What follows belongs to an exercise in optimizing a design on an open flow for small area; a production flow would make more cautious choices.
Function was checked by simulation only, so behaviour that the tests miss may differ from the original.
The flow treats the clock pin as an ideal source, which a real chip does not have.

Setup of 11-25:
==> flow/design.v (excerpt) <==
module fir_tap_top (
    input  wire         clk_i,
    input  wire         rst_i,
    input  fir_tap_pkg::tap_sample_t sample_i,
    input  fir_tap_pkg::coeff_ctrl_t coeff_ctrl_i,
    input  fir_tap_pkg::acc_t        c_i,
    input  fir_tap_pkg::acc_t        pcin_i,
    output fir_tap_pkg::acc_t        p_o
);
    fir_tap_pkg::acc_t c_aligned;
    fir_tap_pkg::acc_t mac;
    fir_tap_addend_path i_addend_path (
        .clk_i       (clk_i),
        .rst_i       (rst_i),
        .c_i         (c_i),
        .c_aligned_o (c_aligned)
    );
    fir_tap_mult_path i_mult_path (
        .clk_i        (clk_i),
        .rst_i        (rst_i),
        .sample_i     (sample_i),
        .coeff_ctrl_i (coeff_ctrl_i),
        .c_aligned_i  (c_aligned),
        .mac_o        (mac)
    );
    fir_tap_post_adder i_post_adder (
        .clk_i     (clk_i),
        .rst_i     (rst_i),
        .mac_i     (mac),
        .pcin_i    (pcin_i),
        .p_o       (p_o)
    );
endmodule
export LEC_CHECK = 0
export CAP_MARGIN = 20
export CORE_MARGIN = 2
export CORE_UTILIZATION = 40
export SLEW_MARGIN = 20
create_clock -name core_clock -period 7.0 [get_ports {clk_i}]
standard.sh (not shown) runs the stock make flow with config.mk's settings and CLKGATE_MAP_FILE= SYNTH_SCRIPT=/design/flow/synth_recipe.tcl, a recipe that flattens the netlist after the stock synthesis.
==> flow/flow/run.sh <==
#!/bin/bash
# Own layout flow: the standard ORFS flow, with
#  - synthesis mapped by ABC for area (flow/abc.script) instead of ORFS's delay script;
#    everything else in synthesis, and so every register, is as in the standard synthesis
#  - port buffers of the smallest buffer cell, and no dummy clock-tree loads.
# Each step's full output is in orfs/logs/; make's own output in flow_*.log here.
set -euo pipefail
W=$(pwd)
F=$W/flow
export MY_ABC_SCRIPT=$F/abc.script
SYNTH="SYNTH_SCRIPT=$F/synth.tcl"
KNOBS=(ABC_AREA=1 ABC_CLOCK_PERIOD_IN_PS=7000
       "BUFFER_PORTS_ARGS=-buffer_cell sky130_fd_sc_hd__buf_1"
       "CTS_ARGS=-sink_clustering_enable -repair_clock_nets -dont_use_dummy_load")
if [[ -f $F/knobs.sh ]]; then source $F/knobs.sh; fi
make -C "$FLOW_HOME" DESIGN_CONFIG="$W/config.mk" WORK_HOME="$W/orfs" CLKGATE_MAP_FILE= \
  "$SYNTH" "${KNOBS[@]}" synth > "$W/flow_synth.log" 2>&1
make -C "$FLOW_HOME" DESIGN_CONFIG="$W/config.mk" WORK_HOME="$W/orfs" CLKGATE_MAP_FILE= \
  "$SYNTH" "${KNOBS[@]}" finish > "$W/flow_finish.log" 2>&1
R=$W/orfs/results/$FLOW_PLATFORM/fir_tap_top/base
: # left out here: write the final layout as DEF
==> flow/flow/abc.script <==
strash; dch; map -a; topo; stime -c
==> flow/flow/knobs.sh <==
KNOBS+=(GPL_TIMING_DRIVEN=0)
==> flow/flow/synth.tcl <==
proc synth {args} { yosys synth -nofsm -noshare -noabc {*}$args }
proc abc {args} {
  set i [lsearch -exact $args -script]
  if {$i >= 0 && [info exists ::env(MY_ABC_SCRIPT)]} {
    set args [lreplace $args [expr {$i + 1}] [expr {$i + 1}] $::env(MY_ABC_SCRIPT)]
  }
  yosys abc {*}$args
}
source $::env(SCRIPTS_DIR)/synth.tcl
# left out here: clear keep_hierarchy, flatten, clean up, hide names made inside functions, write 1_2_yosys.v
11-25 ended with every stage complete and zero timing, DRC or antenna violations.
For 12-11, these inputs were changed with respect to 11-25:
==> flow/flow/knobs.sh <==
KNOBS=(ABC_AREA=1 ABC_CLOCK_PERIOD_IN_PS=7000
       "BUFFER_PORTS_ARGS=-buffer_cell sky130_fd_sc_hd__buf_1"
       "CTS_ARGS=-sink_clustering_enable -repair_clock_nets -dont_use_dummy_load -buf_list sky130_fd_sc_hd__clkbuf_4 sky130_fd_sc_hd__clkbuf_8"
       GPL_TIMING_DRIVEN=0)
### Flow results
4_1_cts: 12-11 exited with error. Reported for 12-11 and 11-25, vertical extent of the die turned out identical to the last digit. 11-25 -> 12-11: floorplan row count delta 0, exact match. Re number of instances in the synthesized netlist: no difference whatsoever between 11-25 and 12-11. From 11-25 to 12-11, horizontal die dimension did not move at all.

== job 101 ==
fir_tap_top again, from the RTL that the note above started with.
Settings: LEC_CHECK=0, CAP_MARGIN=20, CORE_MARGIN=2, CORE_UTILIZATION=40, SLEW_MARGIN=20; clock period 7.0 ns.
Scripts as last shown in full above: flow/flow/run.sh, flow/flow/abc.script, flow/flow/synth.tcl
Job 101: no failed stages, no open violations at the end
Relative to job 101, the following input files were edited for job 102:
==> flow/flow/abc.script <==
strash; dch -f; amap; topo; stime -c
==> flow/flow/knobs.sh (new file) <==
KNOBS=(ABC_AREA=1 ABC_CLOCK_PERIOD_IN_PS=7000
       "BUFFER_PORTS_ARGS=-buffer_cell sky130_fd_sc_hd__buf_1"
       "CTS_ARGS=-sink_clustering_enable -repair_clock_nets -dont_use_dummy_load -buf_list {sky130_fd_sc_hd__clkbuf_4 sky130_fd_sc_hd__clkbuf_8}"
       GPL_TIMING_DRIVEN=0)
Results
- Looking across job 102 and job 101, the single run that reached the end with no open violations was job 101.
- [flow] job 102 | stages: complete | final checks: fail | reason: negative setup slack
- Min worst hold slack across job 102 and job 101: job 101
- When job 102 is set beside job 101, its netlist area before placement turns out to be 290 um2 smaller.
- As of job 102, total core area had fallen by a few percent compared to job 101.
- Lower remaining max-slew budget at the tightest pin among job 102 and job 101: job 102
- Number of cells on the critical path: job 102 and job 101 compared, higher one is job 101
- Of job 102 and job 101, the run reporting the higher utilization was job 102.
> inputs changed (job 102 -> job 103)
==> flow/flow/abc.script <==
strash; dch; map -a; topo; stime -c
## What came out
The flow did not stop early for job 103: all stages ran, and the layout cleared the timing, design-rule and antenna checks. Status job 102: flow complete, layout not clean - negative setup slack. | total of endpoints with negative setup slack in the final report | lower: job 103 |. Routability congestion estimate from global placement, job 103 vs job 102: up by a few percent. Count of standard-cell rows: lower on job 102. Share of cell area taken by flip-flops and latches was lower in the run labelled job 102. Against job 102, final wirelength in job 103 came out better. In the flow results for job 102 and job 103, the placement-stage worst setup slack is larger on job 103. Higher vertical die dimension goes to job 103 over job 102.
Changes in job 104 relative to job 103:
--- a/flow/flow/knobs.sh
+++ b/flow/flow/knobs.sh
@@ -4 +4,4 @@
        GPL_TIMING_DRIVEN=0)
+export SKEW_FIRST_BIT=8
+export SKEW_CELLS="sky130_fd_sc_hd__dlygate4sd3_1 sky130_fd_sc_hd__dlygate4sd3_1"
+KNOBS+=(PRE_CTS_TCL=$F/skew.tcl)
==> flow/flow/skew.tcl (new file) <==
# Useful skew for an internal pipeline register: the clock of the upper bits
# of the multiply-add result register (i_mult_path.mac_q, fed only by the
# cut-1 registers and feeding only the alignment register) is taken through
# a few delay cells, giving the multiply-add stage more of the cycle and the
# plain register-to-register stage after it less. No register that an input
# port feeds, or that feeds an output port, is touched.
set skew_first_bit $::env(SKEW_FIRST_BIT)
set skew_cells $::env(SKEW_CELLS)
set block [ord::get_db_block]
set db [ord::get_db]
set clk_net [$block findNet clk_i]
set sinks {}
foreach inst [$block getInsts] {
  set name [$inst getName]
  if {[regexp {^i_mult_path\.mac_q\\?\[([0-9]+)\\?\]} $name -> bit] && $bit >= $skew_first_bit} {
    lappend sinks $inst
  }
}
puts "skew: [llength $sinks] registers"
set xs 0; set ys 0
foreach inst $sinks {
  set loc [$inst getLocation]
  set xs [expr {$xs + [lindex $loc 0]}]
  set ys [expr {$ys + [lindex $loc 1]}]
}
set cx [expr {$xs / [llength $sinks]}]
set cy [expr {$ys / [llength $sinks]}]
set prev $clk_net
set i 0
foreach cell $skew_cells {
  set master [$db findMaster $cell]
  set inst [odb::dbInst_create $block $master "skew_dly_$i"]
  set net [odb::dbNet_create $block "clk_skew_$i"]
  $net setSigType CLOCK
  [$inst findITerm A] connect $prev
  [$inst findITerm X] connect $net
  $inst setLocation $cx $cy
  $inst setPlacementStatus PLACED
  set prev $net
  incr i
}
foreach inst $sinks {
  set it [$inst findITerm CLK]
  $it disconnect
  $it connect $prev
}
puts "skew: clock of [llength $sinks] registers through $skew_cells"
==> comparison <==
Relative to job 103, the final cell area reported for job 104 is higher.
[job 104 vs job 103] met1 routed wirelength after detailed routing: higher in job 104
Of the two values seen for path class of the lowest-slack min-delay path, in -> reg was produced by job 104 and reg -> reg by job 103.
Worst hold slack: job 104 vs job 103 down 240 ps
Number of cells on the worst reg-to-reg path was lower in the run labelled job 103.
Measured against each other, job 104 and job 103 differ in sequential share of cell area, the higher figure coming from job 103.

[re-timing with driven ports]
In the flow no input, the clock included, has a driving cell. The finished layouts below were timed again as built, in two steps.
Step 1 (the two cells are an assumption about what drives the block):
set clk [get_ports {clk_i}]
set_driving_cell -lib_cell sky130_fd_sc_hd__clkbuf_16 $clk
set_driving_cell -lib_cell sky130_fd_sc_hd__buf_2 [delete_from_list [all_inputs] $clk]
Step 2 adds t to the input delays and takes it off the output delays; t is the mean of the earliest and latest rising clock arrival at the registers after step 1. Input paths then give back, and output paths get back, about the clock's delay inside the block.
Three values: ideal ports, drivers, drivers and shift; two values: the first two.
run | t (ns) | setup slack, ns | hold WS [ns] | latest minus earliest clock arrival (ns)
11-25 | 0.617 | 0.213 / 0.213 / -0.172 | 0.271 / 0.271 / 0.271 | 0.064 / 0.064
job 101 | 0.621 | 0.147 / 0.147 / -0.184 | 0.315 / 0.315 / 0.315 | 0.044 / 0.045
job 102 | 0.658 | -0.360 / -0.360 / -0.586 | 0.318 / 0.318 / 0.318 | 0.114 / 0.114
job 103 | 0.627 | 0.179 / 0.179 / -0.200 | 0.290 / 0.290 / 0.290 | 0.064 / 0.063
job 104 | 1.755 | 0.171 / 0.171 / -0.439 | 0.046 / 0.017 / 0.313 | 0.118 / 0.118
Met with ideal ports but missed after step 2: setup timing in 11-25, job 101, job 103 and job 104. For job 104, which loses most, drivers alone change the setup slack by 0.000 ns; drivers and shift together by -0.610 ns.
